Background: an optimization exercise with open tools, aiming at small area, a short achievable clock period and few clock cycles. Do not read the settings as production practice.
Where RTL was checked, it was by simulation tests only, not by an equivalence proof against the original.
Power is estimated from default activity; no workload was simulated.

Setup of build 56:
Design histogram_top, start of the top module:
module histogram_top (
  input  logic                             port_0_clock,
  input  logic                             rst,
  input  logic                             in_valid,
  output logic                             in_ready,
  input  logic [hist_pkg::sample_width-1:0] in_sample,
  input  logic                             cmd_valid,
  output logic                             cmd_ready,
  input  logic                             cmd_op,
  input  logic [hist_pkg::bin_width-1:0]   cmd_bin,
  output logic                             rsp_valid,
  output logic [hist_pkg::count_width-1:0] rsp_count
);
  localparam int BW = hist_pkg::bin_width;
  localparam int CW = hist_pkg::count_width;
  localparam int NB = hist_pkg::bin_count;
  function automatic logic [7:0] oct(input logic [2:0] v);
    oct = 8'b0000_0001 << v;
  endfunction
  logic [CW-1:0] mem [NB];
  logic          rdy_q;
  logic          rdy_out_q;
  logic          hold_op;
  logic [BW-1:0] hold_bin;
  logic          s0_v;
  logic          s0_smp;    
  logic          s0_clr;    
  ...
make LEC_CHECK=0 CAP_MARGIN=40 CORE_MARGIN=2 CORE_UTILIZATION=60 CTS_CLUSTER_DIAMETER=100 CTS_CLUSTER_SIZE=25 SETUP_SLACK_MARGIN=3.0 SLEW_MARGIN=45 TNS_END_PERCENT=60 finish   # period 5.0 ns
run.sh (not shown) runs the stock make flow with config.mk's settings and CLKGATE_MAP_FILE= SYNTH_SCRIPT=/design/flow/synth_recipe.tcl, a recipe that flattens the netlist after the stock synthesis.
Testbench counts of build 56, summed over its fixed seeds: cycles 23,385.
The inputs of build 33 differ from those of build 56 as listed below.
Settings: a change of TNS_END_PERCENT from 60 to 30.
Findings:
Relative contribution of the clock network to total power of build 33 is on par with build 56. Build 33 against build 56: post-route minimum period now sits higher; total power of the final layout shows no meaningful change; number of clock buffers in the layout rose by 1.2%; endpoint arrival time on the critical path has increased; internal power shows no meaningful change. Final worst-path setup slack: lower on build 33.
Input-level comparison between build 96 and build 33:
Settings: SLEW_MARGIN now 60, was 45.
[summary]
There was hardly any difference in die area between build 33 and build 96.
Status: area fraction of clock buffers and clock inverters parity (build 96, build 33)
Build 33 and build 96 ended up with roughly the same power.
What build 81 does differently from build 96 at the input level:
Settings: CAP_MARGIN: 40 -> 20; SLEW_MARGIN: 60 -> 20.
Results
Build 81 packs its core more loosely than build 96. Power: build 81 draws less than build 96. Between build 81 and build 96, it is build 81 whose sequential share of layout area is higher, by 0.84 points. Relative to build 96, the multi-input logic portion of the cell area of build 81 is lower by 0.43 points. Comparing build 96 and build 81, the higher power dissipated by switching net loads was measured on build 96.


Setup of run 1:
Another version of the RTL of histogram_top (not shown whole).
Size: ~2500 cells after synthesis, ~1200 flip-flops, roughly 42 I/O pins, roughly 0.043 mm2 of cells after synthesis.
==> flow/config.mk <==
export PLATFORM = sky130hd
export DESIGN_NAME = histogram_top
export DESIGN_NICKNAME = histogram_top
export VERILOG_FILES = /design/flow/design.v
export SDC_FILE = /design/flow/constraint.sdc
export NUM_CORES = 4
export LEC_CHECK = 0
export CAP_MARGIN = 40
export CORE_MARGIN = 2
export CORE_UTILIZATION = 60
export CTS_CLUSTER_DIAMETER = 100
export CTS_CLUSTER_SIZE = 25
export SETUP_SLACK_MARGIN = 3.0
export SLEW_MARGIN = 60
export TNS_END_PERCENT = 30
==> flow/constraint.sdc <==
create_clock -name core_clock -period 5.0 [get_ports {port_0_clock}]
set_input_delay 1.0000 -clock core_clock [delete_from_list [all_inputs] [get_ports {port_0_clock}]]
set_output_delay 1.0000 -clock core_clock [all_outputs]
set_load 0.01 [all_outputs]
For run 2, these inputs were changed with respect to run 1:
Settings: CAP_MARGIN changed from 40 to 20.
Findings:
- As far as number of instances resized during post-cts repair is concerned, run 2 and run 1 perform about the same.
- From run 1 to run 2, logic depth of the worst setup path including buffers did not move at all.
- Sequential share of layout area: run 1 vs run 2 — no meaningful difference
- From run 2 to run 1, adder-cell area share of the yosys netlist did not move at all.
- Comparing run 2 against run 1, there is no change at all in sequential area share after synthesis.
- As far as hold buffer count at cts goes, run 1 and run 2 are indistinguishable; the numbers are identical.
- Status: number of setup violations in the final report parity (run 1, run 2)
- Run 1 -> run 2: wire length delta 0, exact match
- Run 2 vs. run 1: register-to-register slack did not really move, number of post-CTS setup repair buffers closely matched the old numbers.
Setup changes, run 2 to run 3
Settings: CAP_MARGIN: 20 -> 40; SLEW_MARGIN: 60 -> 45.
==> comparison <==
- On final area, run 2 and run 3 are basically level.
- Comparing run 3 against run 2, there is no change at all in area after synthesis.
- Run 2 -> run 3: utilization flat
- Run 3 vs. run 2: share of total power in combinational logic went down by 0.9 points.
- Changes observed in run 3 relative to run 2: reported combinational group power fell by about 7%; minimum clock period went up.
- Re largest voltage drop on the vdd net: run 3 is 16% up on run 2.
No run of this note included a check of the RTL's function; only the layout flow was run.

==> separate check: timing with driven ports <==
The flow's constraints put no driver on any port. The routed layouts listed below were extracted and timed again, unchanged, in two steps.
Step 1: set_driving_cell puts a clkbuf_16 on port_0_clock and a buf_2 on each other input, an assumption about the parent block.
Step 2 times the ports against the registers' clock, not the clock port: input delays grow and output delays shrink by t, the midpoint of the rising clock arrivals with the driver on.
Slacks: ideal ports / drivers / drivers and shift; pairs: ideal ports / drivers.
run | shift t [ns] | slack for setup (ns) | clock arrival spread, ns | worst slew at a driven data input, ns | cell pins on the clock port's net
build 56 | 0.718 | 2.896 / 2.825 / 2.348 | 0.042 / 0.043 | 0.04 | 1
build 33 | 0.722 | 2.874 / 2.805 / 2.313 | 0.033 / 0.033 | 0.03 | 1
build 96 | 0.722 | 2.880 / 2.808 / 2.313 | 0.029 / 0.029 | 0.03 | 1
build 81 | 0.717 | 2.779 / 2.779 / 2.360 | 0.028 / 0.028 | 0.03 | 1
run 1 | 0.727 | 2.862 / 2.800 / 2.361 | 0.041 / 0.040 | 0.04 | 1
run 2 | 0.727 | 2.862 / 2.800 / 2.361 | 0.041 / 0.040 | 0.04 | 1
run 3 | 0.723 | 2.851 / 2.780 / 2.428 | 0.020 / 0.020 | 0.04 | 1
After both steps every run listed still meets setup and hold. The setup slack of build 96, which loses most, moves by -0.072 ns with the drivers and by -0.567 ns with both steps.
